Optimization exercise on an open flow, not production practice.
RTL: at most simulated, not proved equivalent.
Function not checked: runs 4 and 5.
Clock network not from TritonCTS: every run shown here.
The clock port is an ideal driver here.
Power: default activity.

`design/flow/flow/pre_cts.tcl`:
```
# Sourced by ORFS's cts.tcl before it runs clock_tree_synthesis (PRE_CTS_TCL).
# Replaces TritonCTS's tree with a balanced two-level tree of clkbuf_16
# (see tree.tcl); the rest of the CTS step (legalisation, timing repair) is
# ORFS's own.
source [file join [file dirname [info script]] tree.tcl]

proc clock_tree_synthesis {args} {
  # 2x2 root buffers, each driving 2x3 leaf buffers of about 24 flip-flops
  build_clock_tree aclk 2 2 2 3 sky130_fd_sc_hd__clkbuf_16
  set_propagated_clock [all_clocks]
}
```
`design/flow/config.mk`:
```
export PLATFORM = sky130hd
export DESIGN_NAME = out_ctrl_top
export DESIGN_NICKNAME = out_ctrl_top
export VERILOG_FILES = /design/flow/design.v
export SDC_FILE = /design/flow/constraint.sdc
export NUM_CORES = 4
export LEC_CHECK = 0
export ABC_CLOCK_PERIOD_IN_PS = 1500
export CAP_MARGIN = 20
export CORE_MARGIN = 2
export CORE_UTILIZATION = 40
export SETUP_SLACK_MARGIN = 3.2
export SLEW_MARGIN = 20
```
`design/flow/constraint.sdc`:
```
create_clock -name core_clock -period 5.0 [get_ports {aclk}]
set_input_delay 1.0000 -clock core_clock [delete_from_list [all_inputs] [get_ports {aclk}]]
set_output_delay 1.0000 -clock core_clock [all_outputs]
set_load 0.01 [all_outputs]
```
`design/flow/design.v`:
```
`timescale 1ns/1ps
package out_ctrl_pkg;
    typedef logic [24-1:0] pixel_t;
    typedef logic [4*4*24-1:0] tile_t;
    typedef logic [4*24-1:0] tile_row_t;
    typedef logic [32-1:0] axi_word_t;
    typedef logic [31:0]           axi_addr_t;
    typedef logic [7:0] tile_cnt_t;
    typedef enum logic [2:0] {
        S_IDLE  = 3'd0,
        S_PASS  = 3'd1,
        S_STORE = 3'd2,
        S_WRITE = 3'd3,
        S_NEXT  = 3'd4
    } seq_state_t;
endpackage
`timescale 1ns/1ps
module out_ctrl_top (
    input  logic                     aclk,
    input  logic                     aresetn,
    input  logic                     start,
    input  logic [31:0]              dst_addr,
    input  logic [383:0]             result,
    input  logic                     result_valid,
    output logic                     busy,
    output logic                     finish_irq,
    output logic [31:0]              m_axi_awaddr,
    output logic                     m_axi_awvalid,
    input  logic                     m_axi_awready,
    output logic [7:0]               m_axi_awlen,
    output logic [31:0]              m_axi_wdata,
    output logic [3:0]               m_axi_wstrb,
    output logic                     m_axi_wlast,
    output logic                     m_axi_wvalid,
    input  logic                     m_axi_wready
);
    assign m_axi_awlen = 8'(3 - 1);
    assign m_axi_wstrb = 4'hF;
    logic         start_q;
    logic         nbusy;         
    logic         running;       
    logic         in_pass;       
    logic         in_store;      
    logic [3:0]   pass_cnt;
    logic [2:0]   tiles_in;
    logic         frame_start;
    logic         take;
    logic         take_tile;
    logic         fin_now;
    assign frame_start = start && !start_q && !running;
    assign busy        = !nbusy;
    assign take        = result_valid && nbusy;
    assign take_tile   = take && in_store;
    logic [383:0] slot;
    logic         slot_full;
    logic [3:0]   rw;            
    logic [11:0]  rw_oh;         
    logic [2:0]   tiles_out;     
    logic         wfin;          
    logic         ld;
    logic         slot_last;
    logic         w_hs;
    assign w_hs      = m_axi_wvalid && m_axi_wready;
    assign ld        = (!m_axi_wvalid || m_axi_wready) && (slot_full || take_tile);
    assign slot_last = (rw == 4'd11);
    logic         in_pass_n;
    logic         in_store_n;
    logic         slot_full_n;
    always_comb begin
        in_pass_n  = in_pass;
        in_store_n = in_store;
        if (frame_start) begin
            in_pass_n = 1'b1;
        end else if (in_pass && take && pass_cnt == 4'd15) begin
            in_pass_n  = 1'b0;
            in_store_n = 1'b1;
        end else if (take_tile && tiles_in == 3'd7) begin
            in_store_n = 1'b0;
        end
        slot_full_n = slot_full;
        if (take_tile) begin
            slot_full_n = 1'b1;
        end else if (ld && slot_last) begin
            slot_full_n = 1'b0;
        end
    end
    always_ff @(posedge aclk or negedge aresetn) begin
        if (!aresetn) begin
            start_q   <= 1'b0;
            running   <= 1'b0;
            in_pass   <= 1'b0;
            in_store  <= 1'b0;
            pass_cnt  <= '0;
            tiles_in  <= '0;
            nbusy     <= 1'b0;
            slot_full <= 1'b0;
            rw        <= '0;
            rw_oh     <= 12'd1;
            tiles_out <= '0;
        end else begin
            start_q  <= start;
            if (frame_start) begin
                running <= 1'b1;
            end else if (fin_now) begin
                running <= 1'b0;
            end
            in_pass  <= in_pass_n;
            in_store <= in_store_n;
            nbusy    <= in_pass_n || (in_store_n && !slot_full_n);
            if (frame_start) begin
                pass_cnt <= '0;
            end else if (in_pass && take) begin
                pass_cnt <= pass_cnt + 1'b1;
            end
            if (frame_start) begin
                tiles_in <= '0;
            end else if (take_tile) begin
                tiles_in <= tiles_in + 1'b1;
            end
            slot_full <= slot_full_n;
            if (ld && slot_full) begin
                rw    <= slot_last ? 4'd0 : rw + 1'b1;
                rw_oh <= {rw_oh[10:0], rw_oh[11]};
                if (slot_last) begin
                    tiles_out <= tiles_out + 1'b1;
                end
            end else if (ld) begin
                rw    <= 4'd1;
                rw_oh <= 12'd2;
            end
        end
    end
    always_ff @(posedge aclk) begin
        if (!slot_full) begin
            slot <= result;
        end
    end
    logic [31:0] slot_word;
    always_comb begin
        slot_word = '0;
        for (int k = 0; k < 12; k++) begin
            slot_word = slot_word | ({32{rw_oh[k]}} & slot[32*k +: 32]);
        end
    end
    always_ff @(posedge aclk or negedge aresetn) begin
        if (!aresetn) begin
            m_axi_wvalid <= 1'b0;
            m_axi_wlast  <= 1'b0;
            wfin         <= 1'b0;
        end else begin
            if (ld) begin
                m_axi_wvalid <= 1'b1;
                m_axi_wlast  <= slot_full && (rw == 4'd2 || rw == 4'd5 || rw == 4'd8 || rw == 4'd11);
                wfin         <= slot_full && slot_last && (tiles_out == 3'd7);
            end else if (w_hs) begin
                m_axi_wvalid <= 1'b0;
            end
        end
    end
    always_ff @(posedge aclk or negedge aresetn) begin
        if (!aresetn) begin
            m_axi_wdata <= '0;
        end else if (ld) begin
            m_axi_wdata <= slot_full ? slot_word : result[31:0];
        end
    end
    logic [31:0] base;
    logic [22:0] base_hi_p1;
    logic        fs_q;
    logic        aw_act;
    logic [4:0]  aw_idx;
    logic        s1_v;
    logic        s1_fin;
    logic [6:0]  s1_off;
    logic        s2_v;
    logic        s2_fin;
    logic [7:0]  s2_lo;
    logic        aw_fin;
    logic        ld_aw;
    logic        ld_s1;
    logic        ld_s2;
    logic [6:0]  aw_off4;
    always_ff @(posedge aclk) begin
        if (frame_start) begin
            base <= dst_addr;
        end
        base_hi_p1 <= base[31:9] + 1'b1;
    end
    always_comb begin
        case (aw_idx[1:0])
            2'd0: aw_off4 = 7'd0;
            2'd1: aw_off4 = 7'd12;
            2'd2: aw_off4 = 7'd24;
            default: aw_off4 = 7'd36;
        endcase
        aw_off4 = aw_off4 + (aw_idx[4] ? 7'd48 : 7'd0) + 7'(aw_idx[3:2] * 3);
    end
    assign ld_aw = s2_v && (!m_axi_awvalid || m_axi_awready);
    assign ld_s2 = s1_v && (!s2_v || ld_aw);
    assign ld_s1 = aw_act && (!s1_v || ld_s2);
    always_ff @(posedge aclk or negedge aresetn) begin
        if (!aresetn) begin
            fs_q          <= 1'b0;
            aw_act        <= 1'b0;
            aw_idx        <= '0;
            s1_v          <= 1'b0;
            s1_fin        <= 1'b0;
            s1_off        <= '0;
            s2_v          <= 1'b0;
            s2_fin        <= 1'b0;
            s2_lo         <= '0;
            aw_fin        <= 1'b0;
            m_axi_awvalid <= 1'b0;
            m_axi_awaddr  <= '0;
        end else begin
            fs_q <= frame_start;
            if (fs_q) begin
                aw_act <= 1'b1;
            end else if (ld_s1 && aw_idx == 5'd31) begin
                aw_act <= 1'b0;
            end
            if (ld_s1) begin
                aw_idx <= aw_idx + 1'b1;
                s1_v   <= 1'b1;
                s1_fin <= (aw_idx == 5'd31);
                s1_off <= aw_off4;
            end else if (ld_s2) begin
                s1_v   <= 1'b0;
            end
            if (ld_s2) begin
                s2_v   <= 1'b1;
                s2_fin <= s1_fin;
                s2_lo  <= {1'b0, base[8:2]} + {1'b0, s1_off};
            end else if (ld_aw) begin
                s2_v   <= 1'b0;
            end
            if (ld_aw) begin
                aw_fin        <= s2_fin;
                m_axi_awvalid <= 1'b1;
                m_axi_awaddr  <= {s2_lo[7] ? base_hi_p1 : base[31:9], s2_lo[6:0], base[1:0]};
            end else if (m_axi_awready) begin
                m_axi_awvalid <= 1'b0;
            end
        end
    end
    logic       aw_done;
    logic       w_done;
    logic       aw_fin_hs;
    logic       w_fin_hs;
    logic [1:0] irq_cnt;
    assign aw_fin_hs = m_axi_awvalid && m_axi_awready && aw_fin;
    assign w_fin_hs  = w_hs && wfin;
    assign fin_now   = (aw_done || aw_fin_hs) && (w_done || w_fin_hs);
    always_ff @(posedge aclk or negedge aresetn) begin
        if (!aresetn) begin
            aw_done    <= 1'b0;
            w_done     <= 1'b0;
            finish_irq <= 1'b0;
            irq_cnt    <= '0;
        end else begin
            if (fin_now) begin
                aw_done <= 1'b0;
                w_done  <= 1'b0;
            end else begin
                if (aw_fin_hs) aw_done <= 1'b1;
                if (w_fin_hs)  w_done  <= 1'b1;
            end
            if (fin_now) begin
                finish_irq <= 1'b1;
                irq_cnt    <= 2'd3;
            end else if (finish_irq) begin
                if (irq_cnt == 2'd0) begin
                    finish_irq <= 1'b0;
                end else begin
                    irq_cnt <= irq_cnt - 1'b1;
                end
            end
        end
    end
endmodule
```
`design/flow/standard.sh`:
```
#!/bin/bash
# synth_recipe.tcl (not shown) runs the flow's synth.tcl, then flattens the netlist and writes it again
# the make line also repeats each setting of config.mk as NAME=value (left out here)
make -C /OpenROAD-flow-scripts/flow DESIGN_CONFIG=/design/flow/config.mk WORK_HOME=/design/flow/orfs CLKGATE_MAP_FILE= SYNTH_SCRIPT=/design/flow/synth_recipe.tcl "${@:-finish}"
```
`design/flow/flow/run.sh`:
```
#!/bin/bash
# Standard ORFS layout, except that the clock tree is built by pre_cts.tcl.
# Each tool's full output stays in orfs/logs; make's own output in make.log.
set -euo pipefail
HERE=$(cd "$(dirname "${BASH_SOURCE[0]}")" && pwd)
export PRE_CTS_TCL="$HERE/pre_cts.tcl"
bash ./standard.sh finish > make.log 2>&1
```
`design/flow/flow/tree.tcl`:
```
# Balanced two-level clock tree, built in place of TritonCTS.
# The clock port drives NROOT root buffers; each root drives a group of leaf
# buffers; each leaf drives a cluster of flip-flop clock pins. Clusters come
# from splitting the sinks into equal-count tiles by x, then by y, so every
# leaf has about the same load and every sink the same number of buffers.

proc tree_split {items key n} {
  # split items (lists {iterm x y}) into n groups of near-equal size along key (1 = x, 2 = y)
  set sorted [lsort -real -index $key $items]
  set len [llength $sorted]
  set groups {}
  for {set i 0} {$i < $n} {incr i} {
    set a [expr {($i * $len) / $n}]
    set b [expr {(($i + 1) * $len) / $n - 1}]
    lappend groups [lrange $sorted $a $b]
  }
  return $groups
}

proc tree_centroid {items} {
  set sx 0.0
  set sy 0.0
  foreach it $items {
    set sx [expr {$sx + [lindex $it 1]}]
    set sy [expr {$sy + [lindex $it 2]}]
  }
  set n [llength $items]
  return [list [expr {int($sx / $n)}] [expr {int($sy / $n)}]]
}

proc tree_buffer {block master name x y in_net out_net} {
  set inst [odb::dbInst_create $block $master $name]
  $inst setLocation $x $y
  $inst setPlacementStatus PLACED
  [$inst findITerm A] connect $in_net
  [$inst findITerm X] connect $out_net
  return $inst
}

proc build_clock_tree {clk_port nroot_x nroot_y nleaf_x nleaf_y bufname} {
  set db [ord::get_db]
  set block [ord::get_db_block]
  set master [$db findMaster $bufname]
  set clk_net [[$block findBTerm $clk_port] getNet]

  set sinks {}
  foreach it [$clk_net getITerms] {
    set xy [$it getAvgXY]
    if {[lindex $xy 0] == 0} {
      set loc [[$it getInst] getLocation]
      set xy [list 1 [lindex $loc 0] [lindex $loc 1]]
    }
    lappend sinks [list $it [lindex $xy 1] [lindex $xy 2]]
  }
  puts "clock tree: [llength $sinks] sinks on [$clk_net getName]"

  set r 0
  set l 0
  foreach rcol [tree_split $sinks 1 $nroot_x] {
    foreach rgrp [tree_split $rcol 2 $nroot_y] {
      set rnet [odb::dbNet_create $block "clknet_root_$r"]
      $rnet setSigType CLOCK
      set rc [tree_centroid $rgrp]
      set leaves {}
      foreach lcol [tree_split $rgrp 1 $nleaf_x] {
        foreach lgrp [tree_split $lcol 2 $nleaf_y] {
          set lnet [odb::dbNet_create $block "clknet_leaf_$l"]
          $lnet setSigType CLOCK
          foreach s $lgrp {
            set it [lindex $s 0]
            $it disconnect
            $it connect $lnet
          }
          set lc [tree_centroid $lgrp]
          tree_buffer $block $master "clkbuf_leaf_$l" [lindex $lc 0] [lindex $lc 1] $rnet $lnet
          incr l
        }
      }
      tree_buffer $block $master "clkbuf_root_$r" [lindex $rc 0] [lindex $rc 1] $clk_net $rnet
      incr r
    }
  }
  puts "clock tree: $r root and $l leaf buffers"
}
```
==> results of run 1 <==
metal layers:
metal	track usage, %	part of all wire (%)
met3	5.53	8.2
met5	0	0.19
met2	41.3	50
met1	30.2	39
met4	4.86	2.1
worst min-delay path by stage:
stage                     endpoint  start  depth (start not counted)
final                       aw_act   fs_q                          1
after global routing        aw_act   fs_q                          1
after CTS                   aw_act   fs_q                          1
after detailed placement    aw_act   fs_q                          1
after global placement      aw_act   fs_q                          1
after floorplan             aw_act   fs_q                          1
through the flow:
stage          instance area, um2  hold slack (ps)  total power (W)  instances  utilization, %
2_1_floorplan               21700              404           0.0102       1390               -
3_3_place_gp                27100              453           0.0120       2489            51.3
3_5_place_dp                27100              446           0.0121       2489            51.3
4_1_cts                     28500              470           0.0151       2578            54.1
5_1_grt                     29100              479           0.0161       2624            55.1
6_report                    29100              458           0.0154       2633            55.1
sequential cells by signal, summed over array words and instances, names as in the netlist, 2 cells and up:
register and cells:
slot 384, base 32, m_axi_awaddr 32, m_axi_wdata 32, base_hi_p1 23, rw_oh 12, s2_lo 8, s1_off 7
aw_idx 5, pass_cnt 4, rw 4, tiles_in 3, tiles_out 3, irq_cnt 2
area by class of cell:
cell class | count | area share [%]
Timing Repair Buffer | 599 | 20.9
Buffer | 28 | 2.41
Sequential cell | 571 | 56.1
Antenna cell | 17 | 0.146
Multi-Input combinational cell | 708 | 17.2
Inverter | 22 | 0.297
Tap cell | 688 | 2.96
worst max-delay path, stage by stage, from the launching register on:
cell	delay [ps]
dfrtp_1	420
ha_2	200
or2_4	250
ha_4	160
ha_4	270
ha_4	120
inv_2	30
fa_2	510
o21ai_1	50
layout by cell type, fill, tap and decap left out, types with 10 or more instances in the layout:
cell	count
mux2i_1	26
nand2_1	124
dfrtp_4	11
nor2_1	23
o21ai_1	15
dfrtp_1	118
xor2_1	12
mux2_2	10
dfxtp_1	23
buf_6	50
buf_4	75
inv_1	18
a22o_1	11
nand4_1	43
clkbuf_16	30
a22oi_1	127
a222oi_1	32
nand3_1	45
ha_1	20
conb_1	12
o21ai_0	58
o22ai_1	32
clkdlybuf4s50_1	416
buf_12	16
diode_2	17
xnor2_1	23
buf_2	27
edfxtp_1	416
cells by family (layout without fill, tap and decap cells):
group / after synthesis / count (layout) / share of synthesized area [%]
adders and majority gates: 33 / 33 / 2.00
xor gates and xnor gates: 35 / 35 / 1.43
and+or+nand+nor: 275 / 278 / 6.21
other: 2 / 29 / 0.0350
muxes: 38 / 38 / 1.84
buffers and inverters: 114 / 649 / 2.38
AOI/OAI and AO/OA: 312 / 312 / 10.3
DFF: 571 / 571 / 75.8
cells in the mapped netlist, drive strengths merged (26+ instances only):
library cell / number / area (um2)
o22ai: 33 / 206
mux2i: 26 / 260
nand3: 45 / 225
a22oi: 128 / 961
buf: 42 / 240
o21ai: 76 / 384
clkbuf: 50 / 188
edfxtp: 416 / 12500
dfrtp: 131 / 3280
nand4: 44 / 290
nand2: 131 / 492
a222oi: 32 / 320
ha: 31 / 388
timing repair:
item,4_1_cts,5_1_grt
buffers inserted,54,34
resized for setup,423,21
pin swaps,20,11
cloned,7,4
setup endpoints to repair,606,172
power breakdown:
group | internal [W] | switching, W
Sequential | 0.00680 | 0.000840
Clock | 0.00101 | 0.00137
Combinational | 0.00239 | 0.00297
Total | 0.0102 | 0.00518
==> results.txt, run 1 <==
PwrDens=529 nW/um2; Syn Inst Count=1380; GRT Overall Usage=23.7%; Startpoint Class=register; Hold Violations, Final=0; worst r2r src=aw_idx[0]; nets=2385; Via density=5.41; starting density of the core=40.6%; Synth-to-Final Area Change=35.7%; multi-input logic area=5000 um2; fmax=470 MHz; reg2reg setup slack=2870 ps; Clock Latency Late Sink=360 ps; max-slew violations=0; share of cells above drive strength 1=14.9%; reg2reg path depth=8; WL per Instance=26.4 um; initial antenna violation count=24; RD Place Congestion=0.843; Routed WL=69600 um; Lkg Pwr=10.7 nW; CTS clock-pin slew for the worst setup and hold paths=100 ps; Yosys warnings=1; RSZ-0062 raised after global routing=yes; critical path capture point type=register; ys flop type=edfxtp_1; RR Endpoint=s1_off[4]; Filler cells=4367; Rows=84; vias in the first global route=14482; Post-synth EDFFs=416; Worst EP required=5250 ps; Post-synth ARST share=23.1%; initial DRC count=1299; 1st-pass router iterations=6; I/O Buffers=490; Hold-fix buffers, CTS=0; CP endpoint=s1_off[4]; Sequential Area=16300 um2; library cells used by synthesis=55; Setup crit start=aw_idx[0]; register area share after synthesis=75.8%; Die ar.=55500 um2; DP HPWL=44200 um; core area=52800 um2; Critical Path Fanout Max=3; WS Path Type=register to register; Hold Crit Class=register to register; worst clock skew=26.3 ps; boundary pin count=503; cell area after synthesis=21400 um2; Post-Place Worst Slack=1950 ps; total vias in the final route=14239; outcome=timing/DRC/antenna clean; Die Span Y=235 um; VDD IR max=0.000295 V; DR DRC count=0; Worst slew margin=42.1%; Syn Area/Cell=15.5 um2; Post-Route Setup TNS=0 ps; worst slew pin tran=868 ps; Setup violations, final=0; Final Critical Period=2130 ps; largest net degree at the start of global routing=134; chip width=235 um; first-pass GRT wire length=97000 um; WP data arrival=2380 ps; Post-DRT Antenna Nets=0; max-cap check violation count=0; Tcrit/Tclk final=42.5%; total gr overflow=0; Synth Register Bits=571; Worst Setup Slack, final=2870 ps
Testbench counts, summed over its fixed seeds: cycles 24,592.
==> run 2, diff against run 1 <==
==> design/flow/flow/run.sh (replaced) <==
#!/bin/bash
# Standard ORFS layout with three changes: the clock tree is built by
# pre_cts.tcl, the port buffers are buf_4 instead of the smallest buffer, and
# timing repair may change a cell's footprint (MATCH_CELL_FOOTPRINT=0).
# Each tool's full output stays in orfs/logs; make's own output in make.log.
set -euo pipefail
HERE=$(cd "$(dirname "${BASH_SOURCE[0]}")" && pwd)
export PRE_CTS_TCL="$HERE/pre_cts.tcl"
export MATCH_CELL_FOOTPRINT=0
export BUFFER_PORTS_ARGS="-buffer_cell sky130_fd_sc_hd__buf_4"
bash ./standard.sh MATCH_CELL_FOOTPRINT=0 "BUFFER_PORTS_ARGS=-buffer_cell sky130_fd_sc_hd__buf_4" finish > make.log 2>&1
==> run 2 against run 1 <==
Against the previous run:
- global-route usage shrank 0.38 points
- cell area down 3.8%
- largest cell class unchanged
- clock power hardly changed
- cell count decreased by 0.84%
- maximum frequency is 1.4% lower
- die area did not move
- core utilization decreased by 2.1 points
- synthesized cell count unchanged
- still clean on timing, DRC and antenna
==> results.txt, run 2 <==
multi-input logic area=4910 um2 (-1.7%); most instantiated cells after synthesis=edfxtp_1 (416), dfrtp_1 (131), nand2_1 (131); Rows=84 (unchanged); max-cap check violation count=0 (unchanged); core area=52800 um2 (unchanged); Worst slew margin=58.3% (+16 points); ys flop type=edfxtp_1; met3 wire len=5560 um (-2.6%); initial antenna violation count=19 (-21%); Lkg Pwr=11.0 nW (+2.7%); most common cell after layout, fill and taps aside=buf_4; Syn Inst Count=1380 (unchanged); WP data arrival=2390 ps (about the same); Sequential Area=16300 um2 (about the same); boundary pin count=503 (unchanged); dominant cells by area after synthesis=edfxtp_1 (58%), dfrtp_1 (15%), a22oi_1 (4.5%); WL per Instance=26.2 um (-0.86%); Critical Path Fanout Max=4 (+1); CTS clock-pin slew for the worst setup and hold paths=100 ps (about the same); initial DRC count=1218 (-6.2%); Worst EP required=5230 ps (-20 ps); I/O Buffers=490 (unchanged); Hold Crit Class=register to register; max-slew violations=0 (unchanged); Via density=5.42 (+0.18%); cell area after synthesis=21400 um2 (unchanged); Design Power=0.0153 W (-0.37%); Yosys warnings=1 (unchanged); WL met2=34000 um (-2.9%); Post-synth EDFFs=416 (unchanged); Hold Violations, Final=0 (unchanged); worst clock skew=12.7 ps (-13.6 ps); Worst Setup Slack, final=2840 ps (-30.9 ps); Top reg by flops=slot; Syn Area/Cell=15.5 um2 (unchanged); 1st-pass router iterations=5 (-1); Filler cells=4419 (+1.2%); Synth Register Bits=571 (unchanged); VDD IR max=0.000373 V (+26%); vias in the first global route=14356 (-0.87%); first-pass GRT wire length=95000 um (-2.1%); design area=28000 um2 (-3.8%); chip width=235 um (unchanged); RSZ-0062 raised after global routing=yes; Routed WL=68400 um (-1.7%); worst slew pin tran=626 ps (-243 ps); starting density of the core=40.6% (unchanged); Setup violations, final=0 (unchanged); Post-synth ARST share=23.1% (unchanged); outcome=timing/DRC/antenna clean; placed cell areas=25900 um2 (-4.5%); Post-Place Worst Slack=2300 ps (+345 ps); largest net degree at the start of global routing=98 (-27%); Tcrit/Tclk final=43.1% (+0.62 points); GRT Overall Usage=23.3% (-0.38 points); DR DRC count=0 (unchanged); PwrDens=548 nW/um2 (+3.6%); most frequent cells in the layout=buf_4 (478), edfxtp_1 (416), nand2_1 (129); nets=2367 (-0.75%); top-count cell post-synth=edfxtp_1; Die ar.=55500 um2 (unchanged); library cells used by synthesis=55 (unchanged); Die Span Y=235 um (unchanged); Startpoint Class=register; Clock Latency Late Sink=360 ps (about the same); RD Place Congestion=0.842 (-0.21%); Final Critical Period=2160 ps (+30.9 ps); Hold-fix buffers, CTS=0 (unchanged); WL met1=26600 um (-2.1%); fmax=464 MHz (-1.4%); DP HPWL=43500 um (-1.4%); max reg flops=384 (unchanged); Post-DRT Antenna Nets=0 (unchanged); area leader, netlist=edfxtp_1; Hold WS=445 ps (-12.9 ps); total vias in the final route=14145 (-0.66%); total gr overflow=0 (unchanged); WS Path Type=register to register; register area share after synthesis=75.8% (unchanged); share of cells above drive strength 1=35.3% (+20 points); Top Layer Used=met5; critical path capture point type=register; Synth-to-Final Area Change=30.4%; Synth top area share=58.3% (unchanged)
==> run 2: layout make-up <==
type | instances | area share (%)
repair buffers | 583 | 18.1
multi-input cells | 705 | 17.6
well taps | 688 | 3.08
diodes | 13 | 0.116
repair inverters | 1 | 0.0269
plain buffers | 28 | 2.51
inverters | 22 | 0.309
flip-flops and latches | 571 | 58.3
==> run 2: metrics by stage <==
stage / cells / utilization [%] / setup TNS, ps
final: 2611 / 53.0 / 0
after global routing: 2608 / 53.0 / 0
after CTS: 2562 / 52.1 / 0
after detailed placement: 2491 / 49.0 / 0
after global placement: 2491 / 49.0 / 0
after floorplan: 1390 / - / -676200
==> run 2: power by group <==
group | switching (W) | internal [W] | leakage, nW
Clock | 0.00137 | 0.00101 | 0.345
Combinational | 0.00296 | 0.00234 | 4.84
Sequential | 0.000853 | 0.00678 | 5.77
==> run 2: final timing paths <==
path | start | end | slack, ps | cells after the start
worst min register to register | fs_q | aw_act | 450 | 1
worst max-delay path | aw_idx[0] | s1_off[4] | 2840 | 8
min in group asynchronous | aresetn | m_axi_awaddr[12] | 580 | 1
worst max register to register | aw_idx[0] | s1_off[4] | 2840 | 8
worst min-delay path | fs_q | aw_act | 450 | 1
max in group asynchronous | aresetn | m_axi_awvalid | 3440 | 2
==> run 2: logic make-up (layout without fill, tap and decap cells) <==
group / count (synthesis) / count (layout) / share of synthesized area, %
adders and majority gates: 33 / 33 / 2.00
other: 2 / 25 / 0.0350
DFF: 571 / 571 / 75.8
muxes: 38 / 38 / 1.84
and+or+nand+nor: 275 / 275 / 6.21
buffers and inverters: 114 / 634 / 2.38
AOI/OAI and AO/OA: 312 / 312 / 10.3
xor gates and xnor gates: 35 / 35 / 1.43
==> run 2: worst max-delay path, cell delays in order (launching register included) <==
cell and delay (ps):
dfrtp_1 430, ha_2 210, or2_4 250, ha_4 160, ha_4 260, ha_4 120
inv_2 30, fa_2 510, o21ai_1 50
==> run 2: timing repair <==
action,in CTS,in global routing
endpoints found under the setup margin,581,249
buffers inserted,34,31
gates cloned,9,5
pin swaps,16,16
gates resized for setup,115,27
endpoints found under the hold margin,0,0
==> run 2: layer usage <==
layer | global-route usage, % | up-vias
met5 | 0 | -
met4 | 6.23 | 14
met3 | 5.52 | 115
met2 | 40.4 | 613
met1 | 29.2 | 7034
li1 | - | 6369
==> run 3, diff against run 2 <==
--- a/design/flow/design.v
+++ b/design/flow/design.v
@@ -187,13 +187,40 @@
         base_hi_p1 <= base[31:9] + 1'b1;
     end
     always_comb begin
-        case (aw_idx[1:0])
-            2'd0: aw_off4 = 7'd0;
-            2'd1: aw_off4 = 7'd12;
-            2'd2: aw_off4 = 7'd24;
-            default: aw_off4 = 7'd36;
+        case (aw_idx)
+            5'd0: aw_off4 = 7'd0;
+            5'd1: aw_off4 = 7'd12;
+            5'd2: aw_off4 = 7'd24;
+            5'd3: aw_off4 = 7'd36;
+            5'd4: aw_off4 = 7'd3;
+            5'd5: aw_off4 = 7'd15;
+            5'd6: aw_off4 = 7'd27;
+            5'd7: aw_off4 = 7'd39;
+            5'd8: aw_off4 = 7'd6;
+            5'd9: aw_off4 = 7'd18;
+            5'd10: aw_off4 = 7'd30;
+            5'd11: aw_off4 = 7'd42;
+            5'd12: aw_off4 = 7'd9;
+            5'd13: aw_off4 = 7'd21;
+            5'd14: aw_off4 = 7'd33;
+            5'd15: aw_off4 = 7'd45;
+            5'd16: aw_off4 = 7'd48;
+            5'd17: aw_off4 = 7'd60;
+            5'd18: aw_off4 = 7'd72;
+            5'd19: aw_off4 = 7'd84;
+            5'd20: aw_off4 = 7'd51;
+            5'd21: aw_off4 = 7'd63;
+            5'd22: aw_off4 = 7'd75;
+            5'd23: aw_off4 = 7'd87;
+            5'd24: aw_off4 = 7'd54;
+            5'd25: aw_off4 = 7'd66;
+            5'd26: aw_off4 = 7'd78;
+            5'd27: aw_off4 = 7'd90;
+            5'd28: aw_off4 = 7'd57;
+            5'd29: aw_off4 = 7'd69;
+            5'd30: aw_off4 = 7'd81;
+            default: aw_off4 = 7'd93;
         endcase
-        aw_off4 = aw_off4 + (aw_idx[4] ? 7'd48 : 7'd0) + 7'(aw_idx[3:2] * 3);
     end
     assign ld_aw = s2_v && (!m_axi_awvalid || m_axi_awready);
     assign ld_s2 = s1_v && (!s2_v || ld_aw);
==> run 3 against run 2 <==
Against the previous run:
- die area grew 0.16%
- sequential share of layout area grew 0.11 points
- critical path depth shrank 7
- synthesized cell count shrank 0.22%
- combinational power shrank 2%
==> results.txt, run 3 <==
Clock Latency Late Sink=360 ps (about the same); Synth top area share=58.2% (-0.095 points); I/O Buffers=490 (unchanged); max-cap check violation count=0 (unchanged); outcome=timing/DRC/antenna clean; Routed WL=67000 um (-2.0%); max-slew violations=0 (unchanged); most frequent cells in the layout=buf_4 (492), edfxtp_1 (416), a22oi_1 (128); CTS clock-pin slew for the worst setup and hold paths=100 ps (about the same); WP data arrival=960 ps (-1430 ps); CP peak stage delay=450 ps (-60 ps); nets=2365 (-0.084%); Worst slew margin=57.2% (-1.1 points); max reg flops=384 (unchanged); worst clock skew=13.9 ps (+1.16 ps); ys flop type=edfxtp_1; PwrDens=540 nW/um2 (-1.4%); area leader, netlist=edfxtp_1; reg2reg path depth=7 (-1); cell area after synthesis=21500 um2 (+0.16%); Critical Path Fanout Max=2 (-2); Post-synth ARST share=23.1% (unchanged); total vias in the final route=14001 (-1.0%); Synth-to-Final Area Change=30.0%; Worst Setup Slack, final=3040 ps (+197 ps); chip width=236 um (about the same); WS Path Type=register to primary output; DR DRC count=0 (unchanged); Die Span Y=236 um (about the same); Lkg Pwr=11.0 nW (+0.48%); Post-synth EDFFs=416 (unchanged); Hold Violations, Final=0 (unchanged); RR Endpoint=s2_lo[6]; Die ar.=55500 um2 (+0.16%); Tcrit/Tclk final=39.2% (-3.9 points); CP bufs+invs=1 (unchanged); critical path capture point type=primary output; Post-DRT Antenna Nets=0 (unchanged); Syn Inst Count=1377 (-0.22%); Final Critical Period=1960 ps (-197 ps); Synth Register Bits=571 (unchanged); first-pass GRT wire length=94200 um (-0.76%); worst r2r src=s1_off[0]; vias in the first global route=14446 (+0.63%); dominant cells by area after synthesis=edfxtp_1 (58%), dfrtp_1 (15%), a22oi_1 (4.5%); Post-Place Worst Slack=2230 ps (-69.4 ps); WHS Path Cells=1 (unchanged); Max stage delay cell, worst path=dfrtp_1; Via density=5.38 (-0.71%); register area share after synthesis=75.7% (-0.12 points); DP Cell Count=2489 (-0.080%); Syn Area/Cell=15.6 um2 (+0.38%); most instantiated cells after synthesis=edfxtp_1 (416), dfrtp_1 (131), a22oi_1 (129), nand2_1 (129), o21ai_0 (73); 1st-pass router iterations=5 (unchanged); most common cell after layout, fill and taps aside=buf_4; Top delay family on crit path=flip-flops; Hold Crit Endpoint=aw_act; critical-path cell list=buf_6; initial antenna violation count=8 (-11); fmax=510 MHz (+10%); boundary pin count=503 (unchanged); hold path startpoint=fs_q; VDD IR max=0.000287 V (-23%); Setup violations, final=0 (unchanged); Filler cells=4427 (+0.18%); placed cell areas=25900 um2 (about the same); Yosys warnings=1 (unchanged); Worst EP required=4000 ps (-1230 ps); Sequential Area=16300 um2 (about the same); design area=27900 um2 (-0.21%); final cell count without fillers=2603 (-0.31%); initial DRC count=1281 (+5.2%); GRT Overall Usage=22.9% (-0.41 points); largest net degree at the start of global routing=71 (-28%); Top reg by flops=slot; WL per Instance=25.8 um (-1.7%); Hold WS=448 ps (+2.25 ps); worst slew pin tran=642 ps (+16.9 ps); multi-input logic area=4870 um2 (-0.82%); DP HPWL=44400 um (+2.0%); share of cells above drive strength 1=35.9% (+0.62 points); library cells used by synthesis=60 (+9.1%); starting density of the core=40.7% (+0.066 points); total gr overflow=0 (unchanged); RD Place Congestion=0.819 (-2.7%); RSZ-0062 raised after global routing=yes; Rows=84 (unchanged); Startpoint Class=register; Hold Crit Class=register to register; core area=52800 um2 (unchanged); reg2reg setup slack=3120 ps (+280 ps); top-count cell post-synth=edfxtp_1
run 3: changes by cell type in the layout (fill, tap and decap cells not counted), sizes merged, moves of 3 or more:
cell,change
diode,-11
buf,+13
ha,-4
and2,-4
mux2,+4
nand4,-3
run 3: metal layers:
layer	track usage, %	share of wire (%)
met1	28.4	38
met3	4.36	7.3
met5	0	0.11
met2	41.0	51
met4	5.94	3.0
run 3: area by class of cell:
cell class	count	share of cell area (%)
multi-input combinational	699	17.5
sequential	571	58.4
antenna	2	0.0179
timing repair buffer	594	18.2
inverter	21	0.296
tap	688	3.09
buffer	28	2.51
run 3: kinds of logic after synthesis:
kind of cell,share of synthesized area (%)
AO/OA/AOI/OAI,10.4
XOR/XNOR,1.35
adder cells (fa/ha/maj),1.67
buffers and inverters,2.49
flip-flops,75.7
multiplexers,2.27
other,0.0350
AND/OR/NAND/NOR,6.03
run 3: report_power, final:
part	internal [W]	leakage, nW	switching [W]
Combinational	0.00227	4.90	0.00295
Sequential	0.00676	5.76	0.000712
Clock	0.00101	0.345	0.00137
Total	0.0100	11.0	0.00503
run 3: how the worst max path moves through the flow:
| stage | slack, ps | end | start | cells past startpoint |
|---|---|---|---|---|
| 6_report | 3040 | m_axi_wdata[10] | m_axi_wdata[10] | 1 |
| 4_1_cts | 3030 | m_axi_wdata[10] | m_axi_wdata[10] | 1 |
| 3_3_place_gp | 2320 | slot[44] | slot_full | 3 |
| 3_5_place_dp | 2230 | slot[44] | slot_full | 3 |
| 5_1_grt | 3020 | m_axi_wdata[10] | m_axi_wdata[10] | 1 |
| 2_1_floorplan | -1710 | slot[0] | slot_full | 3 |
run 3: metrics by stage:
step / util, % / setup TNS [ps] / total power (W)
floorplan: - / -656370 / 0.0102
global placement: 49.0 / 0 / 0.0118
detailed placement: 49.0 / 0 / 0.0119
CTS: 52.1 / 0 / 0.0149
global route: 52.9 / 0 / 0.0158
finish: 52.9 / 0 / 0.0151
run 3: repair_timing:
action,CTS,global route
pin swaps,6,6
cloned,8,2
setup buffers,39,35
hold buffers,0,0
endpoints found under the setup margin,629,225
resized for setup,130,11
Testbench counts of run 3, summed over its fixed seeds: cycles 24,592.
==> run 4, diff against run 3 <==
--- a/design/flow/design.v
+++ b/design/flow/design.v
@@ -38,6 +38,7 @@
     assign m_axi_wstrb = 4'hF;
     logic         start_q;
     logic         nbusy;         
+    logic         busy_i;        
     logic         running;       
     logic         in_pass;       
     logic         in_store;      
@@ -49,19 +50,22 @@
     logic         fin_now;
     assign frame_start = start && !start_q && !running;
     assign busy        = !nbusy;
-    assign take        = result_valid && nbusy;
+    assign take        = result_valid && !busy_i;
     assign take_tile   = take && in_store;
     logic [383:0] slot;
     logic         slot_full;
     logic [3:0]   rw;            
     logic [11:0]  rw_oh;         
     logic [2:0]   tiles_out;     
+    logic         wv_n;
+    logic [31:0]  wcur;
+    logic         wl_cur;
     logic         wfin;          
     logic         ld;
     logic         slot_last;
     logic         w_hs;
-    assign w_hs      = m_axi_wvalid && m_axi_wready;
-    assign ld        = (!m_axi_wvalid || m_axi_wready) && (slot_full || take_tile);
+    assign w_hs      = !wv_n && m_axi_wready;
+    assign ld        = (wv_n || m_axi_wready) && (slot_full || take_tile);
     assign slot_last = (rw == 4'd11);
     logic         in_pass_n;
     logic         in_store_n;
@@ -93,6 +97,7 @@
             pass_cnt  <= '0;
             tiles_in  <= '0;
             nbusy     <= 1'b0;
+            busy_i    <= 1'b1;
             slot_full <= 1'b0;
             rw        <= '0;
             rw_oh     <= 12'd1;
@@ -107,6 +112,7 @@
             in_pass  <= in_pass_n;
             in_store <= in_store_n;
             nbusy    <= in_pass_n || (in_store_n && !slot_full_n);
+            busy_i   <= !(in_pass_n || (in_store_n && !slot_full_n));
             if (frame_start) begin
                 pass_cnt <= '0;
             end else if (in_pass && take) begin
@@ -142,27 +148,33 @@
             slot_word = slot_word | ({32{rw_oh[k]}} & slot[32*k +: 32]);
         end
     end
+    logic [31:0] w_word;
+    logic        w_last;
+    assign w_word = slot_full ? slot_word : result[31:0];
+    assign w_last = slot_full && (rw == 4'd2 || rw == 4'd5 || rw == 4'd8 || rw == 4'd11);
     always_ff @(posedge aclk or negedge aresetn) begin
         if (!aresetn) begin
             m_axi_wvalid <= 1'b0;
-            m_axi_wlast  <= 1'b0;
+            wv_n         <= 1'b1;
+            wl_cur       <= 1'b0;
             wfin         <= 1'b0;
+            wcur         <= '0;
         end else begin
             if (ld) begin
                 m_axi_wvalid <= 1'b1;
-                m_axi_wlast  <= slot_full && (rw == 4'd2 || rw == 4'd5 || rw == 4'd8 || rw == 4'd11);
+                wv_n         <= 1'b0;
+                wl_cur       <= w_last;
                 wfin         <= slot_full && slot_last && (tiles_out == 3'd7);
+                wcur         <= w_word;
             end else if (w_hs) begin
                 m_axi_wvalid <= 1'b0;
+                wv_n         <= 1'b1;
             end
         end
     end
-    always_ff @(posedge aclk or negedge aresetn) begin
-        if (!aresetn) begin
-            m_axi_wdata <= '0;
-        end else if (ld) begin
-            m_axi_wdata <= slot_full ? slot_word : result[31:0];
-        end
+    always_ff @(posedge aclk) begin
+        m_axi_wdata <= ld ? w_word : wcur;
+        m_axi_wlast <= ld ? w_last : wl_cur;
     end
     logic [31:0] base;
     logic [22:0] base_hi_p1;
@@ -176,6 +188,9 @@
     logic        s2_fin;
     logic [7:0]  s2_lo;
     logic        aw_fin;
+    logic        awv_n;          
+    logic [31:0] acur;           
+    logic [31:0] a_next;
     logic        ld_aw;
     logic        ld_s1;
     logic        ld_s2;
@@ -222,7 +237,8 @@
             default: aw_off4 = 7'd93;
         endcase
     end
-    assign ld_aw = s2_v && (!m_axi_awvalid || m_axi_awready);
+    assign ld_aw  = s2_v && (awv_n || m_axi_awready);
+    assign a_next = {s2_lo[7] ? base_hi_p1 : base[31:9], s2_lo[6:0], base[1:0]};
     assign ld_s2 = s1_v && (!s2_v || ld_aw);
     assign ld_s1 = aw_act && (!s1_v || ld_s2);
     always_ff @(posedge aclk or negedge aresetn) begin
@@ -238,7 +254,8 @@
             s2_lo         <= '0;
             aw_fin        <= 1'b0;
             m_axi_awvalid <= 1'b0;
-            m_axi_awaddr  <= '0;
+            awv_n         <= 1'b1;
+            acur          <= '0;
         end else begin
             fs_q <= frame_start;
             if (fs_q) begin
@@ -264,20 +281,27 @@
             if (ld_aw) begin
                 aw_fin        <= s2_fin;
                 m_axi_awvalid <= 1'b1;
-                m_axi_awaddr  <= {s2_lo[7] ? base_hi_p1 : base[31:9], s2_lo[6:0], base[1:0]};
+                awv_n         <= 1'b0;
+                acur          <= a_next;
             end else if (m_axi_awready) begin
                 m_axi_awvalid <= 1'b0;
+                awv_n         <= 1'b1;
             end
         end
     end
+    always_ff @(posedge aclk) begin
+        m_axi_awaddr <= ld_aw ? a_next : acur;
+    end
     logic       aw_done;
     logic       w_done;
     logic       aw_fin_hs;
     logic       w_fin_hs;
-    logic [1:0] irq_cnt;
-    assign aw_fin_hs = m_axi_awvalid && m_axi_awready && aw_fin;
+    logic [2:0] irq_cnt;         
+    logic [2:0] irq_cnt_n;
+    assign aw_fin_hs = !awv_n && m_axi_awready && aw_fin;
     assign w_fin_hs  = w_hs && wfin;
     assign fin_now   = (aw_done || aw_fin_hs) && (w_done || w_fin_hs);
+    assign irq_cnt_n = fin_now ? 3'd4 : (irq_cnt == 3'd0 ? 3'd0 : irq_cnt - 1'b1);
     always_ff @(posedge aclk or negedge aresetn) begin
         if (!aresetn) begin
             aw_done    <= 1'b0;
@@ -292,16 +316,8 @@
                 if (aw_fin_hs) aw_done <= 1'b1;
                 if (w_fin_hs)  w_done  <= 1'b1;
             end
-            if (fin_now) begin
-                finish_irq <= 1'b1;
-                irq_cnt    <= 2'd3;
-            end else if (finish_irq) begin
-                if (irq_cnt == 2'd0) begin
-                    finish_irq <= 1'b0;
-                end else begin
-                    irq_cnt <= irq_cnt - 1'b1;
-                end
-            end
+            irq_cnt    <= irq_cnt_n;
+            finish_irq <= (irq_cnt_n != 3'd0);
         end
     end
 endmodule
==> run 4 against run 3 <==
Against the previous run:
- still clean
- maximum frequency is 1.8% higher
- register-to-register slack better by 50 ps
- cell count is 4.8% higher
- area after synthesis is 6.7% higher
- via count grew 4.4%
- global-route usage up 0.31 points
- sequential power increased by 12%
- wire length up 6.2%
- die area rose by 6.6%
- largest power group unchanged
- highest routed layer unchanged
==> results.txt, run 4 <==
Post-synth EDFFs=416 (unchanged); Hold-fix buffers, CTS=0 (unchanged); most common cell after layout, fill and taps aside=buf_4; 1st-pass router iterations=6 (+1); RD Place Congestion=0.830 (+1.4%); worst clock skew=20.7 ps (+6.78 ps); Hold WS=472 ps (+24.0 ps); Worst slew margin=53.2% (-4.0 points); cell area after synthesis=22900 um2 (+6.7%); Design Power=0.0164 W (+8.7%); total gr overflow=0 (unchanged); Setup violations, final=0 (unchanged); most frequent cells in the layout=buf_4 (454), edfxtp_1 (416), a22oi_1 (127); worst slew pin tran=702 ps (+59.8 ps); top-count cell post-synth=edfxtp_1; met2 Use GR=39.9% (-1.1 points); Critical Path Fanout Max=1 (-1); Synth-to-Final Area Change=28.9%; Hold Crit Class=register to register; GRT Overall Usage=23.2% (+0.31 points); global routing met1 resource utilization=30.6% (+2.2 points); dominant cells by area after synthesis=edfxtp_1 (55%), dfrtp_1 (14%), dfxtp_1 (7.7%); cell count along the critical path=1 (unchanged); WP data arrival=930 ps (-30 ps); max-cap check violation count=0 (unchanged); Yosys warnings=1 (unchanged); Via density=5.36 (-0.41%); max-slew violations=0 (unchanged); total vias in the final route=14619 (+4.4%); grt met3 use=5.01% (+0.65 points); GR peak layer=met2; Syn Area/Cell=15.7 um2 (+0.66%); boundary pin count=503 (unchanged); vias in the first global route=15030 (+4.0%); initial DRC count=1159 (-9.5%); Tcrit/Tclk final=38.5% (-0.68 points); nets=2422 (+2.4%); CTS clock-pin slew for the worst setup and hold paths=110 ps (about the same); Max stage delay cell, worst path=dfrtp_1; Filler cells=4667 (+5.4%); Clock Latency Late Sink=370 ps (about the same); Syn Inst Count=1460 (+6.0%); chip width=243 um (+3.3%); WHS Path Cells=2 (+1); CP peak stage delay=420 ps (-30 ps); Synth Register Bits=640 (+12%); most instantiated cells after synthesis=edfxtp_1 (416), dfrtp_1 (132), a22oi_1 (129); PwrDens=555 nW/um2 (+2.7%); Worst Setup Slack, final=3070 ps (+34.0 ps); critical-path cell list=buf_6; max reg flops=384 (unchanged); Final Critical Period=1930 ps (-34.0 ps); Post-synth ARST share=21.3% (-1.9 points); Routed WL=71200 um (+6.2%); Lkg Pwr=11.5 nW (+4.7%); Die Span Y=243 um (+3.3%); Post-Route Setup TNS=0 ps (unchanged); largest net degree at the start of global routing=107 (+51%); critical path capture point type=primary output; register area share after synthesis=77.1% (+1.4 points); Synth top area share=54.5% (-3.7 points); Die ar.=59200 um2 (+6.6%); share of cells above drive strength 1=37.3% (+1.4 points); WL per Instance=26.1 um (+1.3%); Hold Violations, Final=0 (unchanged); Top delay family on crit path=flip-flops; outcome=timing/DRC/antenna clean; WS Path Type=register to primary output; Rows=87 (+3.6%); Worst EP required=4000 ps (about the same); initial antenna violation count=11 (+3); library cells used by synthesis=62 (+3.3%); core area=56500 um2 (+7.1%); first-pass GRT wire length=101000 um (+7.3%); area leader, netlist=edfxtp_1; CP bufs+invs=1 (unchanged); Post-Place Worst Slack=2000 ps (-230 ps); Top reg by flops=slot; ys flop type=edfxtp_1; starting density of the core=40.6% (-0.13 points); Startpoint Class=register; DR DRC count=0 (unchanged); Post-DRT Antenna Nets=0 (unchanged); RSZ-0062 raised after global routing=yes; reg2reg path depth=6 (-1); I/O Buffers=490 (unchanged); VDD IR max=0.000311 V (+8.3%); fmax=519 MHz (+1.8%); DP HPWL=45100 um (+1.7%)
## run 4: kinds of logic after synthesis
family,after synthesis,share of synthesized area [%]
AOI/OAI and AO/OA,325,9.98
DFF,640,77.1
and+or+nand+nor,271,5.74
buffers and inverters,116,2.23
adders and majority gates,29,1.62
muxes,44,2.06
other,2,0.0328
xor gates and xnor gates,33,1.26
## run 4: power breakdown
group / switching, W / internal, W / leakage [nW]
sequential: 0.000766 / 0.00764 / 6.37
clock: 0.00151 / 0.00102 / 0.345
combinational: 0.00314 / 0.00232 / 4.81
## run 4: area by class of cell
class | instances | area [um2] | area share, %
well taps | 756 | 946 | 3.20
flip-flops and latches | 640 | 17800 | 60.2
inverters | 21 | 82.6 | 0.280
diodes | 4 | 10.0 | 0.0339
plain buffers | 28 | 701 | 2.37
multi-input cells | 714 | 4990 | 16.9
repair buffers | 566 | 5030 | 17.0
## run 4: final timing paths
path,start,to,slack [ps]
min,wcur[0],m_axi_wdata[0],470
min reg2reg,wcur[0],m_axi_wdata[0],470
max reg2reg,rw_oh[8],wcur[10],3170
min in group asynchronous,aresetn,acur[20],570
max in group asynchronous,aresetn,busy_i,3430
max,finish_irq,finish_irq,3070
## run 4: metal layers
metal,up-vias,wire (um)
met5,-,87
met4,14,1410
met3,85,5930
met2,589,35200
met1,7358,28600
li1,6573,-
## run 4: through the flow
step	utilization (%)	cell area, um2	cells
after global placement	48.5	27400	2639
after global routing	52.3	29500	2727
final	52.3	29500	2729
after CTS	51.7	29200	2711
after floorplan	-	23000	1470
after detailed placement	48.5	27400	2639
## run 4: timing repair
| item | CTS | global route |
|---|---|---|
| buffers inserted | 33 | 11 |
| endpoints found under the setup margin | 681 | 268 |
| gates resized for setup | 179 | 38 |
| cloned | 11 | 3 |
| pin swaps | 14 | 24 |
==> run 5, diff against run 4 <==
--- a/design/flow/design.v
+++ b/design/flow/design.v
@@ -237,6 +237,21 @@
             default: aw_off4 = 7'd93;
         endcase
     end
+    logic [7:0] s2_sum;
+    always_comb begin
+        logic [6:0] g, p, gg, pp;
+        g  = base[8:2] & s1_off;
+        p  = base[8:2] ^ s1_off;
+        gg = g;
+        pp = p;
+        for (int d = 1; d < 7; d = d * 2) begin
+            for (int i = 6; i >= d; i--) begin
+                gg[i] = gg[i] | (pp[i] & gg[i-d]);
+                pp[i] = pp[i] & pp[i-d];
+            end
+        end
+        s2_sum = {gg[6], p ^ {gg[5:0], 1'b0}};
+    end
     assign ld_aw  = s2_v && (awv_n || m_axi_awready);
     assign a_next = {s2_lo[7] ? base_hi_p1 : base[31:9], s2_lo[6:0], base[1:0]};
     assign ld_s2 = s1_v && (!s2_v || ld_aw);
@@ -274,7 +289,7 @@
             if (ld_s2) begin
                 s2_v   <= 1'b1;
                 s2_fin <= s1_fin;
-                s2_lo  <= {1'b0, base[8:2]} + {1'b0, s1_off};
+                s2_lo  <= s2_sum;
             end else if (ld_aw) begin
                 s2_v   <= 1'b0;
             end
==> run 5 against run 4 <==
Against the previous run:
- still clean on timing, DRC and antenna
- cell count is essentially flat
- wire length shrank 7.0%
- setup slack worse by 7.7 ps
- register-to-register slack about the same
- critical path depth stayed put
- critical endpoint unchanged
==> results.txt, run 5 <==
outcome=timing/DRC/antenna clean; initial antenna violation count=10 (-1); WHS Path Cells=1 (-1); boundary pin count=503 (unchanged); Design Power=0.0159 W (-2.7%); critical path capture point type=primary output; cell count along the critical path=1 (unchanged); Worst EP required=4000 ps (about the same); WP data arrival=930 ps (about the same); fmax=517 MHz (-0.40%); Hold WS=469 ps (-2.46 ps); CP peak stage delay=430 ps (about the same); Lkg Pwr=11.5 nW (-0.61%); Filler cells=4762 (+2.0%); dominant cells by area after synthesis=edfxtp_1 (55%), dfrtp_1 (14%), dfxtp_1 (7.7%); worst slew pin tran=690 ps (-12.6 ps); Top reg by flops=slot; critical-path cell list=buf_6; worst clock skew=15.3 ps (-5.37 ps); PwrDens=543 nW/um2 (-2.2%); Post-Place Worst Slack=2200 ps (+207 ps); Sequential Area=17800 um2 (about the same); Startpoint Class=register; Hold-fix buffers, CTS=0 (unchanged); Syn Area/Cell=15.7 um2 (about the same); Hold Crit Class=register to register; RD Place Congestion=0.808 (-2.6%); Critical Path Fanout Max=1 (unchanged); Setup violations, final=0 (unchanged); area leader, netlist=edfxtp_1; 1st-pass router iterations=7 (+1); I/O Buffers=490 (unchanged); total vias in the final route=14345 (-1.9%); Rows=87 (unchanged); WL per Instance=24.3 um (-6.9%); share of cells above drive strength 1=37.5% (+0.27 points); CP bufs+invs=1 (unchanged); cell area after synthesis=22900 um2 (about the same); Worst slew margin=54.0% (+0.84 points); multi-input logic area=5040 um2 (+1.1%); most instantiated cells after synthesis=edfxtp_1 (416), dfrtp_1 (132), a22oi_1 (128); Die Span Y=243 um (about the same); Synth-to-Final Area Change=28.2%; most frequent cells in the layout=buf_4 (458), edfxtp_1 (416), a22oi_1 (127); vias in the first global route=14942 (-0.59%); Tcrit/Tclk final=38.7% (+0.15 points); Post-synth ARST share=21.3% (unchanged); DP HPWL=43900 um (-2.7%); Syn Inst Count=1461 (+0.068%); library cells used by synthesis=64 (+3.2%); nets=2416 (-0.25%); ys flop type=edfxtp_1; Routed WL=66200 um (-7.0%); max-slew violations=0 (unchanged); Post-Route Utilization=52.0% (-0.29 points); Top delay family on crit path=flip-flops; Clock Latency Late Sink=370 ps (about the same); most common cell after layout, fill and taps aside=buf_4; starting density of the core=40.5% (about the same); Synth Register Bits=640 (unchanged); Post-DRT Antenna Nets=0 (unchanged); top-count cell post-synth=edfxtp_1; initial DRC count=1070 (-7.7%); VDD IR max=0.000303 V (-2.4%); max reg flops=384 (unchanged); Hold Violations, Final=0 (unchanged); largest net degree at the start of global routing=119 (+11%); Via density=5.26 (-1.8%); chip width=243 um (about the same); Synth top area share=54.5% (about the same); max-cap check violation count=0 (unchanged); total gr overflow=0 (unchanged); RSZ-0062 raised after global routing=yes; first-pass GRT wire length=94000 um (-7.0%); Worst Setup Slack, final=3070 ps (-7.68 ps); DR DRC count=0 (unchanged); Yosys warnings=1 (unchanged); register area share after synthesis=77.1% (about the same); GRT Overall Usage=21.2% (-1.9 points); WS Path Type=register to primary output; reg2reg path depth=6 (unchanged); Max stage delay cell, worst path=dfrtp_1; CTS clock-pin slew for the worst setup and hold paths=100 ps (about the same); Die ar.=59200 um2 (about the same); Post-synth EDFFs=416 (unchanged); core area=56500 um2 (unchanged); Final Critical Period=1930 ps (+7.68 ps)
-- run 5: cell count changes in the layout (fill, tap and decap cells not counted), moves of 3 or more --
| cell | before | now |
|---|---|---|
| a21oi_1 | 9 | 6 |
| buf_12 | 18 | 13 |
| buf_4 | 454 | 458 |
| clkbuf_16 | 37 | 32 |
| diode_2 | 4 | 8 |
| inv_1 | 16 | 20 |
| nor2_1 | 27 | 24 |
| nor3_1 | 6 | 3 |
| o21ai_1 | 7 | 10 |
| o22ai_1 | 25 | 20 |
| o22ai_2 | 8 | 13 |
-- run 5: metrics by stage --
stage	setup TNS [ps]	cells	area, um2
final	0	2727	29400
after global routing	0	2726	29400
after CTS	0	2698	28900
after detailed placement	0	2645	27400
after global placement	0	2645	27400
after floorplan	-655230	1471	23000
-- run 5: final timing paths --
check	startpoint	endpoint	slack [ps]
setup / recovery	finish_irq	finish_irq	3070
hold / removal	fs_q	aw_act	470
setup reg to reg	rw_oh[1]	wcur[28]	3170
hold reg to reg	fs_q	aw_act	470
max in group asynchronous	aresetn	wcur[23]	3440
min in group asynchronous	aresetn	acur[24]	640
-- run 5: kinds of logic (layout without fill, tap and decap cells) --
family,Yosys count,in the layout,share of synthesized area [%]
XOR/XNOR,33,33,1.26
flip-flops,640,640,77.1
AND/OR/NAND/NOR,270,270,5.76
adder cells (fa/ha/maj),29,29,1.62
buffers and inverters,120,611,2.24
AO/OA/AOI/OAI,322,323,9.87
other,2,20,0.0328
multiplexers,45,45,2.11
-- run 5: layer usage --
metal,up-vias,GRT usage [%],routed length (um)
met1,7192,26.7,26100
met2,484,36.6,32900
met4,6,6.46,2280
met3,103,4.74,4960
li1,6560,-,-
met5,-,0,38
-- run 5: what timing repair did --
action                                 4_1_cts  5_1_grt
pin swaps                                   10       29
setup buffers                               25       16
endpoints found under the hold margin        0        0
gates resized for setup                    183       59
setup endpoints to repair                  667      156
gates cloned                                 0        5
-- run 5: area by class of cell --
cell class,instances,share of cell area (%)
inverters,25,0.332
multi-input cells,712,17.2
diodes,8,0.0682
repair buffers,558,16.3
well taps,756,3.22
flip-flops and latches,640,60.5
plain buffers,28,2.39
-- run 5: where the power goes --
group / switching, W / internal (W) / leakage (nW)
sequential: 0.000655 / 0.00760 / 6.35
combinational: 0.00300 / 0.00218 / 4.76
clock: 0.00149 / 0.00102 / 0.345
==> run 6, diff against run 5 <==
--- a/design/flow/design.v
+++ b/design/flow/design.v
@@ -160,14 +160,13 @@
             wfin         <= 1'b0;
             wcur         <= '0;
         end else begin
+            m_axi_wvalid <= ld || (!wv_n && !m_axi_wready);
             if (ld) begin
-                m_axi_wvalid <= 1'b1;
                 wv_n         <= 1'b0;
                 wl_cur       <= w_last;
                 wfin         <= slot_full && slot_last && (tiles_out == 3'd7);
                 wcur         <= w_word;
             end else if (w_hs) begin
-                m_axi_wvalid <= 1'b0;
                 wv_n         <= 1'b1;
             end
         end
@@ -293,13 +292,12 @@
             end else if (ld_aw) begin
                 s2_v   <= 1'b0;
             end
+            m_axi_awvalid <= ld_aw || (!awv_n && !m_axi_awready);
             if (ld_aw) begin
                 aw_fin        <= s2_fin;
-                m_axi_awvalid <= 1'b1;
                 awv_n         <= 1'b0;
                 acur          <= a_next;
             end else if (m_axi_awready) begin
-                m_axi_awvalid <= 1'b0;
                 awv_n         <= 1'b1;
             end
         end
==> run 6 against run 5 <==
Against the previous run:
- setup slack improved by 5.2 ps
- critical path depth increased by 1
- largest power group unchanged
- sequential power decreased by 9.1%
- global-route usage increased by 0.46 points
- synthesized cell count decreased by 0.34%
- first-iteration DRC count increased by 2.9%
- cell area increased by 0.38%
- wire length increased by 3.2%
- register-to-register slack about the same
- power decreased by 14%
- maximum frequency increased by 0.27%
- clock power about the same
==> results.txt, run 6 <==
PwrDens=465 nW/um2 (-14%); Setup violations, final=0 (unchanged); main combinational cell family by area after synthesis=compound AO/OA/AOI/OAI gates; I/O Buffers=490 (unchanged); worst clock skew=13.1 ps (-2.16 ps); library cells used by synthesis=62 (-3.1%); Hold WS=452 ps (-17.2 ps); Synth Area in Adders=1.62% (about the same); Synth top area share=54.5% (about the same); Via density=5.23 (-0.57%); register area share after synthesis=77.1% (about the same); WS Path Type=register to primary output; RD Place Congestion=0.791 (-2.1%); Post-synth ARST share=21.3% (unchanged); top-count cell post-synth=edfxtp_1; fmax=519 MHz (+0.27%); boundary pin count=503 (unchanged); Critical Path Fanout Max=1 (unchanged); Hold Crit Class=register to register; critical path capture point type=primary output; max-cap check violation count=0 (unchanged); max-slew violations=0 (unchanged); initial DRC count=1101 (+2.9%); most common cell after layout, fill and taps aside=buf_4; RSZ-0062 raised after global routing=yes; Post-Route Setup TNS=0 ps (unchanged); DP HPWL=43000 um (-1.9%); worst r2r src=s1_off[0]; area leader, netlist=edfxtp_1; Yosys warnings=1 (unchanged); WHS Path Cells=1 (unchanged); initial antenna violation count=13 (+3); total gr overflow=0 (unchanged); max reg flops=384 (unchanged); Compound-Gate Fraction of Synth Area=9.90% (+0.035 points); cell area after synthesis=22900 um2 (about the same); VDD IR max=0.000280 V (-7.6%); Startpoint Class=register; vias in the first global route=14705 (-1.6%); Post-Route Utilization=52.2% (+0.20 points); Lkg Pwr=11.8 nW (+3.3%); ys flop type=edfxtp_1; Tcrit/Tclk final=38.6% (-0.10 points); core area=56500 um2 (unchanged); Worst slew margin=55.1% (+1.1 points); post-synthesis mux area share=2.07% (-0.049 points); worst slew pin tran=673 ps (-16.5 ps); most instantiated cells after synthesis=edfxtp_1 (416), dfrtp_1 (132), a22oi_1 (128); chip width=243 um (about the same); largest net degree at the start of global routing=71 (-40%); Hold Crit Endpoint=aw_act; Top reg by flops=slot; hold path startpoint=fs_q; Sequential Area=17800 um2 (+0.12%); Hold Violations, Final=0 (unchanged); outcome=timing/DRC/antenna clean; RR Endpoint=s2_lo[6]; Synth-to-Final Area Change=28.7%; Routed WL=68400 um (+3.2%); Clock Latency Late Sink=360 ps (about the same); GRT Overall Usage=21.7% (+0.46 points); total vias in the final route=14253 (-0.64%); Synth Area in Simple Gates=5.67% (-0.091 points); most frequent cells in the layout=buf_4 (448), edfxtp_1 (416), a22oi_1 (125); Worst EP required=4000 ps (about the same); Post-synth EDFFs=416 (unchanged); share of cells above drive strength 1=37.1% (-0.47 points); CTS clock-pin slew for the worst setup and hold paths=100 ps (about the same); Hold-fix buffers, CTS=0 (unchanged); Syn Inst Count=1456 (-0.34%); first-pass GRT wire length=95700 um (+1.8%); Die Span Y=243 um (about the same); 1st-pass router iterations=5 (-2); Post-Synth XOR/XNOR Area=1.26% (about the same); starting density of the core=40.5% (about the same); reg2reg setup slack=3170 ps (about the same); multi-input logic area=4950 um2 (-1.8%); DR DRC count=0 (unchanged); Post-DRT Antenna Nets=0 (unchanged); reg2reg path depth=7 (+1); WP data arrival=930 ps (about the same); Final Critical Period=1930 ps (-5.23 ps); Die ar.=59200 um2 (about the same); WL per Instance=25.1 um (+3.3%); dominant cells by area after synthesis=edfxtp_1 (55%), dfrtp_1 (14%), dfxtp_1 (7.7%); Rows=87 (unchanged); nets=2414 (-0.083%); Syn Area/Cell=15.7 um2 (+0.32%); Synth Register Bits=640 (unchanged); Filler cells=4712 (-1.0%)
## run 6: cells by family after synthesis
kind of cell / after synthesis
flip-flops: 640
AO/OA/AOI/OAI: 322
AND/OR/NAND/NOR: 266
buffers and inverters: 120
multiplexers: 44
XOR/XNOR: 33
adder cells (fa/ha/maj): 29
other: 2
## run 6: worst max path at each step
stage,cells past startpoint,start,slack [ps],endpoint
finish,2,nbusy,3070,busy
global placement,5,result_valid,1900,wcur[11]
detailed placement,5,result_valid,1820,wcur[8]
floorplan,4,slot_full,-1830,slot[0]
CTS,2,nbusy,3050,busy
global route,2,nbusy,3010,busy
## run 6: worst max-delay path: stages, from the launching register on
cell     delay [ps]
dfrtp_1         390
inv_2            80
buf_6           100
## run 6: final cells by class
class	instances	share of cell area (%)
Sequential cell	640	60.3
Timing Repair Buffer	561	16.9
Multi-Input combinational cell	707	16.8
Tap cell	756	3.21
Buffer	28	2.38
Inverter	25	0.339
Antenna cell	8	0.0679
## run 6: metal layers
metal | vias up | global-route usage, % | wire, um
met2 | 493 | 38.0 | 34300
met5 | - | 0 | 72
met4 | 10 | 3.83 | 1420
met1 | 7109 | 27.7 | 27000
li1 | 6557 | - | -
met3 | 84 | 5.19 | 5620
## run 6: what timing repair did
action | in CTS | in global routing
pin swaps | 4 | 21
setup buffers | 25 | 16
gates resized for setup | 174 | 50
gates cloned | 10 | 5
endpoints found under the setup margin | 551 | 546
endpoints found under the hold margin | 0 | 0
## run 6: through the flow
stage | instances | cell area (um2) | setup WS [ps] | total power (W)
global route | 2723 | 29500 | 3010 | 0.0144
detailed placement | 2633 | 27400 | 1820 | 0.0106
finish | 2725 | 29500 | 3070 | 0.0137
floorplan | 1466 | 23100 | -1830 | 0.00935
global placement | 2633 | 27400 | 1900 | 0.0105
CTS | 2696 | 29000 | 3050 | 0.0136
## run 6: power breakdown
part           leakage (nW)  total [W]  switching, W  internal, W
registers              6.75    0.00751      0.000520      0.00699
logic                  4.75    0.00370       0.00196      0.00174
clock network         0.345    0.00251       0.00150      0.00102
total                  11.8     0.0137       0.00398      0.00975
Testbench counts of run 6, summed over its fixed seeds: cycles 24,592.
==> run 7, diff against run 6 <==
--- a/design/flow/config.mk
+++ b/design/flow/config.mk
@@ -8,6 +8,6 @@
 export ABC_CLOCK_PERIOD_IN_PS = 1500
 export CAP_MARGIN = 20
 export CORE_MARGIN = 2
-export CORE_UTILIZATION = 40
+export CORE_UTILIZATION = 55
 export SETUP_SLACK_MARGIN = 3.2
 export SLEW_MARGIN = 20
==> run 7 against run 6 <==
Against the previous run:
- sequential power about the same
- hold slack better by 13 ps
- maximum frequency rose by 0.46%
- critical path depth is the same
- synthesized cell count unchanged
- power shrank 1.0%
- critical endpoint unchanged
- critical path type unchanged
- wire length fell by 4.9%
- first-iteration DRC count grew 16%
==> results.txt, run 7 <==
RSZ-0062 raised after global routing=yes; WP data arrival=920 ps (about the same); Routed WL=65000 um (-4.9%); Filler cells=2754 (-42%); Hold-fix buffers, CTS=0 (unchanged); outcome=timing/DRC/antenna clean; worst clock skew=15.9 ps (+2.76 ps); share of cells above drive strength 1=36.1% (-0.93 points); reg2reg path depth=7 (unchanged); RR Endpoint=s2_lo[6]; critical-path cell list=inv_2 -> buf_6; Top delay family on crit path=flip-flops; Hold Violations, Final=0 (unchanged); 1st-pass router iterations=5 (unchanged); fmax=521 MHz (+0.46%); WL per Instance=26.0 um (+3.8%); Worst EP required=4000 ps (about the same); library cells used by synthesis=62 (unchanged); Synth Register Bits=640 (unchanged); Hold Crit Class=register to register; Clock Power Share=18.3% (about the same); most instantiated cells after synthesis=edfxtp_1 (416), dfrtp_1 (132), a22oi_1 (128); Via density=5.73 (+9.5%); chip width=208 um (-14%); critical path capture point type=primary output; CP peak stage delay=390 ps (about the same); boundary pin count=503 (unchanged); Max stage delay cell, worst path=dfrtp_1; WS Path Type=register to primary output; Synth top area share=54.5% (unchanged); Comb power frac=26.2% (-0.8 points); Worst slew margin=51.3% (-3.9 points); Post-synth ARST share=21.3% (unchanged); ys flop type=edfxtp_1; Rows=74 (-15%); Syn Area/Cell=15.7 um2 (unchanged); Top reg by flops=slot; Final Critical Period=1920 ps (-8.75 ps); starting density of the core=56.0% (+15 points); area leader, netlist=edfxtp_1; max reg flops=384 (unchanged); total vias in the final route=14296 (+0.30%); vias in the first global route=14740 (+0.24%); VDD IR max=0.000291 V (+3.7%); Synth-to-Final Area Change=26.2%; Post-DRT Antenna Nets=0 (unchanged); DR DRC count=0 (unchanged); Worst Setup Slack, final=3080 ps (+8.75 ps); cell area after synthesis=22900 um2 (unchanged); top-count cell post-synth=edfxtp_1; register area share after synthesis=77.1% (unchanged); Die Span Y=208 um (-14%); internal power=0.00967 W (-0.81%); Critical Path Fanout Max=1 (unchanged); PwrDens=470 nW/um2 (+0.98%); Setup violations, final=0 (unchanged); core area=40900 um2 (-28%); Syn Inst Count=1456 (unchanged); I/O Buffers=490 (unchanged); CP bufs+invs=2 (unchanged); cell count along the critical path=2 (unchanged); Post-Place Worst Slack=2250 ps (+432 ps); Die ar.=43300 um2 (-27%); first-pass GRT wire length=91300 um (-4.6%); Post-synth EDFFs=416 (unchanged); max-slew violations=0 (unchanged); Lkg Pwr=11.7 nW (-1.5%); multi-input logic area=4930 um2 (-0.50%); Setup crit start=nbusy; most frequent cells in the layout=buf_4 (440), edfxtp_1 (416), a22oi_1 (128); Yosys warnings=1 (unchanged)
## run 7: cell counts after synthesis
Identical to the previous run, type by type.
## run 7: cells by family (layout without fill, tap and decap cells)
| family | after synthesis | after routing | share of synthesized area [%] |
|---|---|---|---|
| mux | 44 | 44 | 2.07 |
| fa+ha+maj | 29 | 29 | 1.62 |
| buf+inv | 120 | 591 | 2.33 |
| compound gates | 322 | 322 | 9.90 |
| flops | 640 | 640 | 77.1 |
| xor+xnor | 33 | 33 | 1.26 |
| other cells | 2 | 39 | 0.0328 |
| simple gates | 266 | 266 | 5.67 |
## run 7: timing repair
action,in CTS,in global routing
setup buffers,20,8
pin swaps,5,12
cloned,6,4
setup endpoints to repair,623,161
gates resized for setup,147,40
## run 7: worst reg2reg max path, cell delays in order, from the launching register on
cell     delay [ps]
dfrtp_1         420
ha_2            220
inv_2            60
fa_2            210
nor2b_2          50
o31a_1          290
or4_4           480
nand3_2          80
## run 7: metrics by stage
step | hold WS, ps | power [W] | TNS, ps | instances | area [um2]
floorplan | 404 | 0.00935 | -701440 | 1466 | 23100
global placement | 446 | 0.0104 | 0 | 2403 | 27100
detailed placement | 457 | 0.0105 | 0 | 2403 | 27100
CTS | 474 | 0.0134 | 0 | 2457 | 28500
global route | 494 | 0.0142 | 0 | 2490 | 28900
finish | 465 | 0.0136 | 0 | 2496 | 28900
## run 7: power by group through the flow
stage / Clock [W] / Combinational (W) / Sequential (W)
6_report: 0.00248 / 0.00355 / 0.00754
5_1_grt: 0.00268 / 0.00384 / 0.00765
4_1_cts: 0.00252 / 0.00333 / 0.00757
3_5_place_dp: 0 / 0.00279 / 0.00771
3_3_place_gp: 0 / 0.00269 / 0.00767
2_1_floorplan: 0 / 0.00174 / 0.00761
## run 7: worst min path at each step
stage                     from      to  cells past startpoint
after global placement    fs_q  aw_act                      1
after detailed placement  fs_q  aw_act                      1
after global routing      fs_q  aw_act                      1
after CTS                 fs_q  aw_act                      1
after floorplan           fs_q  aw_act                      1
final                     fs_q  aw_act                      1
## run 7: layout make-up
type                       instances  share of cell area [%]
multi-input combinational        706                    17.1
sequential                       640                    61.6
buffer                            28                    2.42
antenna                           27                   0.234
tap                              532                    2.30
timing repair buffer             538                    16.1
inverter                          25                   0.338
## run 7: layer usage
layer	wire [um]	share of wire, %	track usage [%]
met2	32300	50	48.3
met1	23700	36	34.2
met5	148	0.23	0
met3	5860	9.0	8.11
met4	2990	4.6	12.5
